This is an optimization exercise on Yosys and OpenROAD, whose aim is small area, a short achievable clock period and few clock cycles per item, not a production implementation. Function was checked by simulation only, so behaviour that the tests miss may differ from the original. Power figures rest on the tool's default switching activity, not on a simulated workload.

Setup of v37:
// mesh_xy_hop_and_die_crossing_counter
module mesh_xy_hop_and_die_crossing_counter #(
  parameter int COORD_BITS = mxhd_pkg::COORD_BITS_DEF,
  parameter int TOTAL_BITS = mxhd_pkg::TOTAL_BITS_DEF
) (
  input  logic                              clk,
  input  logic                              rst_n,
  input  logic                              in_valid,
  output logic                              in_stall,
  input  logic                              in_operation,
  input  logic [COORD_BITS-1:0]             in_src_x,
  input  logic [COORD_BITS-1:0]             in_src_y,
  input  logic [COORD_BITS-1:0]             in_dest_x,
  input  logic [COORD_BITS-1:0]             in_dest_y,
  input  logic [mxhd_pkg::VOL_BITS-1:0]     in_volume,
  input  logic                              in_last_dest,
  output logic                              out_valid,
  input  logic                              out_stall,
  output logic [TOTAL_BITS-1:0]             out_onchip_hops_total,
  output logic [TOTAL_BITS-1:0]             out_crossing_hops_total,
  output logic                              out_saturated,
  input  logic                              cfg_valid,
  output logic                              cfg_ready,
  input  logic [mxhd_pkg::CFG_IDX_BITS-1:0] cfg_index,
  input  logic [mxhd_pkg::STEP_BITS-1:0]    cfg_data
);
Settings: LEC_CHECK=0, CAP_MARGIN=20, CORE_MARGIN=2, CORE_UTILIZATION=65, SETUP_SLACK_MARGIN=4.2, SLEW_MARGIN=20; clock period 8.0 ns.
run.sh (not shown) runs the stock make flow with config.mk's settings and CLKGATE_MAP_FILE= SYNTH_SCRIPT=/design/flow/synth_recipe.tcl, a recipe that flattens the netlist after the stock synthesis.
Testbench counts of v37, summed over its fixed seeds: cycles 4,152, items 4,024.
For v44, these inputs were changed with respect to v37:
# v37
export LEC_CHECK = 0
export CAP_MARGIN = 20
export CORE_MARGIN = 2
export CORE_UTILIZATION = 65
export SETUP_SLACK_MARGIN = 4.2
export SLEW_MARGIN = 20
create_clock -name core_clock -period 8.0 [get_ports {clk}]
# v44
export LEC_CHECK = 0
export CAP_MARGIN = 20
export CORE_MARGIN = 2
export CORE_UTILIZATION = 65
export SETUP_SLACK_MARGIN = 4.2
export SLEW_MARGIN = 20
export TNS_END_PERCENT = 10
create_clock -name core_clock -period 8.0 [get_ports {clk}]
Findings:
- The area after detailed placement was comparable across v37 and v44.
- Diff v37 -> v44: number of logic stages on the critical path including buffering climbed 4, via count shows no meaningful change, switching power of the nets barely changed, maximum frequency neither gained nor lost much.
- Sort v37 and v44 by power asc -> top: v44
- Startpoint-to-endpoint class of the critical path = in -> reg: v44; startpoint-to-endpoint class of the critical path = reg -> out: v37
- v44 ends up with higher non-clock buffer count than v37 does.
- From v37 to v44, flip-flop and latch count did not move at all.
- Diff v44..v37 | CTS clock-pin slew for the worst setup and hold paths | negligible
- Diff v37..v44 | number of nets in the synthesized netlist | unchanged
- Of the two values seen for startpoint of the most critical setup path, in_dest_y[3] was produced by v44 and r1_on[11] by v37.
The following lists how v6 was set up differently from v44:
# v44
export LEC_CHECK = 0
export CAP_MARGIN = 20
export CORE_MARGIN = 2
export CORE_UTILIZATION = 65
export SETUP_SLACK_MARGIN = 4.2
export SLEW_MARGIN = 20
export TNS_END_PERCENT = 10
create_clock -name core_clock -period 8.0 [get_ports {clk}]
# v6
export LEC_CHECK = 0
export CAP_MARGIN = 20
export CORE_MARGIN = 2
export CORE_UTILIZATION = 65
export SETUP_SLACK_MARGIN = 4.1
export SLEW_MARGIN = 20
export TNS_END_PERCENT = 10
create_clock -name core_clock -period 8.0 [get_ports {clk}]
Notes after the runs:
- [diff] setup slack, v6 relative to v44: regression
- v6 against v44: hold buffer count at cts flat, met3 wirelength from detailed routing rose 12%.
- v6 vs v44, slew at the pin closest to its max-slew limit went down by 0.12 ns.
Modified inputs, v36 compared to v6
# v6
export LEC_CHECK = 0
export CAP_MARGIN = 20
export CORE_MARGIN = 2
export CORE_UTILIZATION = 65
export SETUP_SLACK_MARGIN = 4.1
export SLEW_MARGIN = 20
export TNS_END_PERCENT = 10
create_clock -name core_clock -period 8.0 [get_ports {clk}]
# v36
export LEC_CHECK = 0
export CAP_MARGIN = 20
export CORE_MARGIN = 2
export CORE_UTILIZATION = 65
export SETUP_SLACK_MARGIN = 4.1
export SLEW_MARGIN = 20
create_clock -name core_clock -period 8.0 [get_ports {clk}]
==> comparison <==
Number of vias per cell after detailed routing of v36 is on par with v6.
v6 -> v36: final-report hold violation count delta 0, exact match
Going from v6 to v36, total power shrank slightly.
Per-cell routed wire length of v6 is on par with v36.
The post-route minimum period of v36 falls short of that of v6 by 0.17 ns.
The higher count of buffers not belonging to the clock network in the layout came out of v36.
Diff v36 and v6: final-layout fill cell count lower in v6
Looking at wire length of the first global-routing pass across v36 and v6, the one that comes out lower is v36.
The run showing the greater clock network power share is v6.

==> separate check: timing with driven ports <==
No port has a modelled driver above. Below, the same layouts with a new extraction and two added sets of constraints.
Step 1: set_driving_cell puts a clkbuf_16 on clk and a buf_2 on each other input, an assumption about the parent block.
Step 2 moves the port delays by t, midway between the first and last clock arrival at a register: inputs arrive t later, outputs are due t later. That takes back most of the time a late clock gives input paths.
Slacks: ideal ports / drivers / drivers and shift; pairs: ideal ports / drivers.
| run | shift t [ns] | slack for setup (ns) | pins driven straight from the clock port |
|---|---|---|---|
| v37 | 0.690 | 4.145 / 4.072 / 3.714 | 1 |
| v44 | 0.692 | 4.149 / 4.096 / 3.503 | 1 |
| v6 | 0.685 | 4.024 / 3.954 / 3.510 | 1 |
| v36 | 0.686 | 4.192 / 4.140 / 3.577 | 1 |
After both steps setup and hold are still met in every run listed. For v44, which loses most, drivers alone change the setup slack by -0.053 ns; drivers and shift together by -0.646 ns.
